Context: an optimization exercise on an open-source flow, tuned for small area and a short achievable clock period. The choices shown serve that exercise and are no tape-out recipe.
Where RTL was checked, it was by simulation tests only, not by an equivalence proof against the original.
The flow treats the clock pin as an ideal source. Dropping or thinning the clock tree relies on that and would not hold on a real chip.
No activity file was given, so power comes from the tool's default toggle rates.

Design frame_detector, start of the top module:
module frame_detector #(
  parameter int FIFO_DEPTH = 4
) (
  input  logic        clk_in,
  input  logic        rst_n,
  input  logic [15:0] data_in,
  output logic        data_out_ch1, data_out_ch2, data_out_ch3, data_out_ch4,
  output logic        data_out_ch5, data_out_ch6, data_out_ch7, data_out_ch8,
  output logic        data_vld_ch1, data_vld_ch2, data_vld_ch3, data_vld_ch4,
  output logic        data_vld_ch5, data_vld_ch6, data_vld_ch7, data_vld_ch8,
  output logic        fifo_empty,
  output logic        fifo_full,
  output logic        crc_valid_o,
  output logic        crc_err
);
  localparam logic [15:0] HEADER_WORD  = frame_detector_pkg::HEADER_WORD;
  localparam logic [15:0] TRAILER_WORD = frame_detector_pkg::TRAILER_WORD;
  localparam int          MAX_WORDS    = frame_detector_pkg::MAX_WORDS;
  localparam int          NSLOT        = FIFO_DEPTH + 1;
  localparam logic [2:0]  P_SKIP       = frame_detector_pkg::P_SKIP;
  localparam logic [2:0]  P_HUNT       = frame_detector_pkg::P_HUNT;
  localparam logic [2:0]  P_HDR2       = frame_detector_pkg::P_HDR2;
  localparam logic [2:0]  P_CHAN       = frame_detector_pkg::P_CHAN;
  localparam logic [2:0]  P_BODY       = frame_detector_pkg::P_BODY;
  localparam logic [2:0]  P_CHECK      = frame_detector_pkg::P_CHECK;
  function automatic logic onehot4(input logic [3:0] x);
    onehot4 = ((x[0] ^ x[1]) && !(x[2] || x[3])) || ((x[2] ^ x[3]) && !(x[0] || x[1]));
  endfunction
  function automatic logic [15:0] crc16_step(input logic [15:0] crc, input logic [15:0] word);
    logic [15:0] c;
    c = crc ^ word;
    for (int i = 0; i < 16; i++) begin
      c = c[15] ? ({c[14:0], 1'b0} ^ 16'h1021) : {c[14:0], 1'b0};
    end
    crc16_step = c;
  endfunction
  localparam logic [15:0] CRC_GOOD = crc16_step(16'h0000, TRAILER_WORD);
  logic [15:0]      r_d;
  logic [2:0]       r_pstate, w_pnext;
  logic [3:0]       r_cnt;
  logic             r_prev_trl;
  logic [15:0]      r_crc;
  logic             w_hdr, w_trl, w_chan_ok, w_trailer, w_overflow, w_end, w_match;
  logic             w_push, w_pop;
  ...
For scale: roughly 770 flip-flops, roughly 38 I/O pins, ~0.028 mm^2 of cells after synthesis.
Settings: LEC_CHECK=0, CAP_MARGIN=20, CORE_MARGIN=2, CORE_UTILIZATION=40, PLACE_DENSITY=0.6, SLEW_MARGIN=20; clock period 14.0 ns.
standard.sh (not shown) runs the stock make flow with config.mk's settings and CLKGATE_MAP_FILE= SYNTH_SCRIPT=/design/flow/synth_recipe.tcl, a recipe that flattens the netlist after the stock synthesis.
==> flow/flow/run.sh <==
#!/bin/bash
set -euo pipefail
bash standard.sh SETUP_SLACK_MARGIN=10.4 CTS_CLUSTER_SIZE=25 CTS_CLUSTER_DIAMETER=100 CORE_UTILIZATION=75 PLACE_DENSITY=0.85 finish > standard_finish.log 2>&1
The first run finished with timing, DRC and antenna clean.
Then changed:
==> flow/flow/run.sh (replaced) <==
#!/bin/bash
# Standard layout, with timing repair asked to reach a shorter period than the
# clock's (same SDC and constraints; only the optimisation target is tighter).
set -euo pipefail
bash standard.sh SETUP_SLACK_MARGIN=10.4 CTS_CLUSTER_SIZE=30 CTS_CLUSTER_DIAMETER=150 finish > standard_finish.log 2>&1
Effect: First-iteration DRC count came out lower by about 27%; clock-buffer cell count fell by 10; register-to-register slack improved by 60 ps.
Then changed:
==> flow/flow/run.sh (replaced) <==
#!/bin/bash
set -euo pipefail
bash standard.sh SETUP_SLACK_MARGIN=10.4 CTS_CLUSTER_SIZE=30 CTS_CLUSTER_DIAMETER=150 CORE_UTILIZATION=60 PLACE_DENSITY=0.75 finish > standard_finish.log 2>&1
Outcome: Synthesized area is unchanged; critical path depth is unchanged; worst hold slack stays flat; flip-flop and latch count does not change; cell count fell by 12%; cell area fell by 1.5%; global-route usage rose by 10 points; utilization rose by 22 points.
Then changed:
==> flow/flow/run.sh (replaced) <==
#!/bin/bash
# Standard layout, with timing repair asked to reach a shorter period than the
# clock's (same SDC and constraints; only the optimisation target is tighter).
set -euo pipefail
bash standard.sh SETUP_SLACK_MARGIN=10.4 finish > standard_finish.log 2>&1
The new run completed with no timing, DRC or antenna violations.
Via count went up by 0.34%.
Wire length went up by 7.7%.
Area after synthesis is unchanged.
Die area went up by 49%.
Worst setup slack is about the same.
Core utilization came out lower by 19 points.
Sequential power barely changes.
Clock-buffer cell count is higher by 58.
Synthesized cell count stays the same.
No run of this note included a check of the RTL's function; only the layout flow was run.

---

frame_detector, a different RTL version from the one above (not shown whole).
Size: roughly 38 I/O pins.
clock: 14.0 ns
lec_check: 0
cap_margin: 20
core_margin: 2
core_utilization: 40
place_density: 0.6
slew_margin: 20
==> flow/flow/run.sh <==
#!/bin/bash
# The standard layout (standard synthesis unchanged), with:
#  - timing repair asked for more setup slack than the clock needs, so the
#    resizer works on the paths that set the achieved period (same SDC);
#  - larger clock-sink clusters on a denser floorplan;
set -euo pipefail
bash standard.sh \
  SETUP_SLACK_MARGIN=10.4 \
  CTS_CLUSTER_SIZE=25 CTS_CLUSTER_DIAMETER=100 \
  CORE_UTILIZATION=50 PLACE_DENSITY=0.7 \
  POST_CTS_TCL="$PWD/flow/post_cts.tcl" \
  finish > standard_finish.log 2>&1
==> flow/flow/post_cts.tcl <==
set block [ord::get_db_block]
set clk_port [expr {[info exists ::env(FLOW_CLK_PORT)] ? $::env(FLOW_CLK_PORT) : "clk_in"}]
set clk_net [$block findNet $clk_port]
set iterms [$clk_net getITerms]
if {[llength $iterms] == 1} {
  set root [[lindex $iterms 0] getInst]
  set master [[$root getMaster] getName]
  set out_net [[$root findITerm X] getNet]
  set sinks {}
  foreach it [$out_net getITerms] {
    if {[$it getInst] ne $root} { lappend sinks $it }
  }
  set ok [expr {[string match "*clkbuf*" $master] && [llength $sinks] <= 4}]
  foreach it $sinks {
    if {![string match "*clkbuf*" [[[$it getInst] getMaster] getName]]} { set ok 0 }
  }
  if {$ok} {
    puts "post_cts: removing root buffer [$root getName] ($master), port now feeds [llength $sinks] buffers"
    foreach it $sinks {
      $it disconnect
      $it connect $clk_net
    }
    odb::dbInst_destroy $root
    odb::dbNet_destroy $out_net
  } else {
    puts "post_cts: root buffer kept"
  }
}
The baseline completed without violations.
Then changed:
==> flow/flow/run.sh (replaced) <==
#!/bin/bash
set -euo pipefail
bash standard.sh SETUP_SLACK_MARGIN=10.4 CTS_CLUSTER_SIZE=25 CTS_CLUSTER_DIAMETER=100 CORE_UTILIZATION=65 PLACE_DENSITY=0.8 POST_CTS_TCL=$PWD/flow/post_cts.tcl finish > standard_finish.log 2>&1
After rerunning:
- The new run finished with timing, DRC and antenna clean
- via count went up slightly
- synthesized cell count stays the same
- combinational power went up slightly
- die area went down by about a fifth
- sequential power stays flat
Then changed:
==> flow/flow/run.sh (replaced) <==
#!/bin/bash
set -euo pipefail
bash standard.sh SETUP_SLACK_MARGIN=10.35 CTS_CLUSTER_SIZE=25 CTS_CLUSTER_DIAMETER=100 CORE_UTILIZATION=50 PLACE_DENSITY=0.7 POST_CTS_TCL=$PWD/flow/post_cts.tcl finish > standard_finish.log 2>&1
Effect: Final area rises by about 0.8%; cell count came out higher by about 7.5%; clock skew went down by 9.8 ps; clock-buffer cell count stays the same; total power goes down by about 0.4%.
Then changed:
==> flow/flow/run.sh (replaced) <==
#!/bin/bash
set -euo pipefail
bash standard.sh \
  SETUP_SLACK_MARGIN=10.4 \
  CTS_CLUSTER_SIZE=25 CTS_CLUSTER_DIAMETER=100 \
  CORE_UTILIZATION=58 PLACE_DENSITY=0.75 \
  POST_CTS_TCL="$PWD/flow/post_cts.tcl" \
  CAP_MARGIN=5 SLEW_MARGIN=5 \
  BUFFER_PORTS_ARGS="-buffer_cell sky130_fd_sc_hd__buf_2" \
  finish > standard_finish.log 2>&1
The new run finished clean. Worst setup slack gets better by 15 ps. Wire length decreases by 0.95%. Cell count decreases by 5.9%. Clock-buffer cell count decreases by 1. Area after synthesis does not change. Via count decreases by about 0.35%. Final area decreases by 1.1%. Core utilization increases by 8.6 points. First-iteration DRC count decreases by 11%. Power stays flat. Global-route usage increases by 2.3 points.

---

Starting RTL as in the previous note.
## frame_detector
module frame_detector #(
  parameter int FIFO_DEPTH = 4
) (
  input  logic        clk_in,
  input  logic        rst_n,
  input  logic [15:0] data_in,
  output logic        data_out_ch1, data_out_ch2, data_out_ch3, data_out_ch4,
  output logic        data_out_ch5, data_out_ch6, data_out_ch7, data_out_ch8,
  output logic        data_vld_ch1, data_vld_ch2, data_vld_ch3, data_vld_ch4,
  output logic        data_vld_ch5, data_vld_ch6, data_vld_ch7, data_vld_ch8,
  output logic        fifo_empty,
  output logic        fifo_full,
  output logic        crc_valid_o,
  output logic        crc_err
);
export LEC_CHECK = 0
export CAP_MARGIN = 20
export CORE_MARGIN = 2
export CORE_UTILIZATION = 40
export PLACE_DENSITY = 0.6
export SLEW_MARGIN = 20
create_clock -name core_clock -period 14.0 [get_ports {clk_in}]
==> flow/flow/run.sh <==
#!/bin/bash
set -euo pipefail
bash standard.sh \
  SETUP_SLACK_MARGIN=10.4 \
  CTS_ARGS="-sink_clustering_enable -repair_clock_nets -sink_clustering_size 25 -sink_clustering_max_diameter 100 -dont_use_dummy_load" \
  CORE_UTILIZATION=50 PLACE_DENSITY=0.7 \
  POST_CTS_TCL="$PWD/flow/post_cts.tcl" \
  BUFFER_PORTS_ARGS="-buffer_cell sky130_fd_sc_hd__buf_2" \
  finish > standard_finish.log 2>&1
Scripts as last shown in full above: flow/flow/post_cts.tcl
Next try:
==> flow/flow/run.sh (replaced) <==
#!/bin/bash
set -euo pipefail
bash standard.sh \
  SETUP_SLACK_MARGIN=10.4 \
  CTS_CLUSTER_SIZE=25 CTS_CLUSTER_DIAMETER=100 \
  CORE_UTILIZATION=65 PLACE_DENSITY=0.8 \
  POST_CTS_TCL="$PWD/flow/post_cts.tcl" \
  BUFFER_PORTS_ARGS="-buffer_cell sky130_fd_sc_hd__buf_2" \
  finish > standard_finish.log 2>&1
Setup slack gets worse by 0.032 ns.
Sequential power stays flat.
Non-clock buffer count stays the same.
Final area went down slightly.
Next try:
==> flow/flow/run.sh (replaced) <==
#!/bin/bash
# The standard layout (standard synthesis unchanged), with:
#  - timing repair asked for more setup slack than the clock needs, so the
#    resizer works on the paths that set the achieved period (same SDC);
#  - larger clock-sink clusters on a denser floorplan;
#  - ports buffered with buf_2 (the resizer still upsizes where timing needs).
# The make output goes to standard_finish.log; ORFS keeps each step's log
# under orfs/logs.
set -euo pipefail
bash standard.sh \
  SETUP_SLACK_MARGIN=10.4 \
  CTS_ARGS="-sink_clustering_enable -repair_clock_nets -sink_clustering_size 25 -sink_clustering_max_diameter 100 -apply_ndr half" \
  CORE_UTILIZATION=58 PLACE_DENSITY=0.75 \
  POST_CTS_TCL="$PWD/flow/post_cts.tcl" \
  BUFFER_PORTS_ARGS="-buffer_cell sky130_fd_sc_hd__buf_2" \
  finish > standard_finish.log 2>&1
Result: Maximum frequency stays flat. Count of clock-buffer cells in the layout went down by 1. Routed wire length went down slightly. Total power went down slightly. Core utilization went down by 8.0 points. Design area is about the same. Global-route usage went down by 2.5 points.
Next try:
==> flow/flow/run.sh (replaced) <==
#!/bin/bash
# The standard layout (standard synthesis unchanged), with:
#  - timing repair asked for more setup slack than the clock needs, so the
#    resizer works on the paths that set the achieved period (same SDC);
#  - larger clock-sink clusters on a denser floorplan;
set -euo pipefail
bash standard.sh \
  SETUP_SLACK_MARGIN=10.4 \
  CTS_CLUSTER_SIZE=25 CTS_CLUSTER_DIAMETER=100 \
  CORE_UTILIZATION=50 PLACE_DENSITY=0.7 \
  POST_CTS_TCL="$PWD/flow/post_cts.tcl" \
  BUFFER_PORTS_ARGS="-buffer_cell sky130_fd_sc_hd__buf_2" \
  finish > standard_finish.log 2>&1
Effect: The changed run ran to the end with no violations. Area after synthesis stays the same. Non-clock buffer count climbs by 4. Total power stays flat. Sequential power hardly moves. Cell area climbs by 0.85%. Via count drops by 0.62%. Count of clock-buffer cells in the layout climbs by 1. Wire length drops by 1.3%.
Next try:
==> flow/flow/run.sh (replaced) <==
#!/bin/bash
set -euo pipefail
bash standard.sh \
  SETUP_SLACK_MARGIN=10.4 \
  CTS_CLUSTER_SIZE=25 CTS_CLUSTER_DIAMETER=100 \
  CORE_UTILIZATION=58 PLACE_DENSITY=0.75 \
  POST_CTS_TCL="$PWD/flow/post_cts.tcl" \
  BUFFER_PORTS_ARGS="-buffer_cell sky130_fd_sc_hd__buf_2" \
  finish > standard_finish.log 2>&1
Result:
- The new run ran to the end with no violations
- clock-buffer cell count went down by 1
- utilization grows by 8.8 points
- total power stays flat
- flip-flop and latch count is unchanged

-- separate check: timing with driven ports --
The results above use ideal ports. As a check the final layouts listed here were re-extracted and re-timed, cells and wires unchanged.
Step 1, drivers: a clkbuf_16 drives clk_in and a buf_2 each remaining input, both assumed.
Step 2 adds t to the input delays and takes it off the output delays; t is the mean of the earliest and latest rising clock arrival at the registers after step 1. Input paths then give back, and output paths get back, about the clock's delay inside the block.
a / b / c = ideal ports / drivers / drivers and shift; a / b = the first two.
run | t, ns | slack for setup (ns) | hold WS [ns] | worst slew at a driven data input, ns | pins driven straight from the clock port
the first run of note 1 | 0.607 | 10.183 / 10.126 / 9.932 | 0.459 / 0.459 / 0.459 | 0.04 | 1
the second run of note 1 | 0.702 | 10.064 / 9.995 / 9.918 | 0.453 / 0.453 / 0.453 | 0.03 | 1
the third run of note 1 | 0.682 | 10.107 / 10.046 / 9.919 | 0.452 / 0.452 / 0.452 | 0.03 | 1
the fourth run of note 1 | 0.683 | 10.108 / 10.045 / 9.916 | 0.445 / 0.445 / 0.445 | 0.03 | 1
the first run of note 2 | 0.492 | 10.326 / 10.214 / 10.164 | 0.323 / 0.323 / 0.323 | 0.03 | 4
the second run of note 2 | 0.477 | 10.329 / 10.235 / 10.118 | 0.313 / 0.313 / 0.313 | 0.04 | 4
the third run of note 2 | 0.490 | 10.326 / 10.216 / 10.130 | 0.321 / 0.321 / 0.321 | 0.03 | 4
the fourth run of note 2 | 0.483 | 10.341 / 10.237 / 10.153 | 0.320 / 0.320 / 0.320 | 0.03 | 4
the first run of note 3 | 0.485 | 10.363 / 10.247 / 10.153 | 0.302 / 0.302 / 0.302 | 0.03 | 4
the second run of note 3 | 0.478 | 10.331 / 10.237 / 10.145 | 0.315 / 0.315 / 0.315 | 0.03 | 4
the third run of note 3 | 0.483 | 10.341 / 10.237 / 10.153 | 0.320 / 0.320 / 0.320 | 0.03 | 4
the fourth run of note 3 | 0.501 | 10.327 / 10.210 / 10.181 | 0.323 / 0.323 / 0.323 | 0.03 | 4
the fifth run of note 3 | 0.483 | 10.341 / 10.237 / 10.153 | 0.320 / 0.320 / 0.320 | 0.03 | 4
After both steps setup and hold are still met in every run listed. The setup slack of the first run of note 1, which loses most, moves by -0.057 ns with the drivers and by -0.251 ns with both steps.
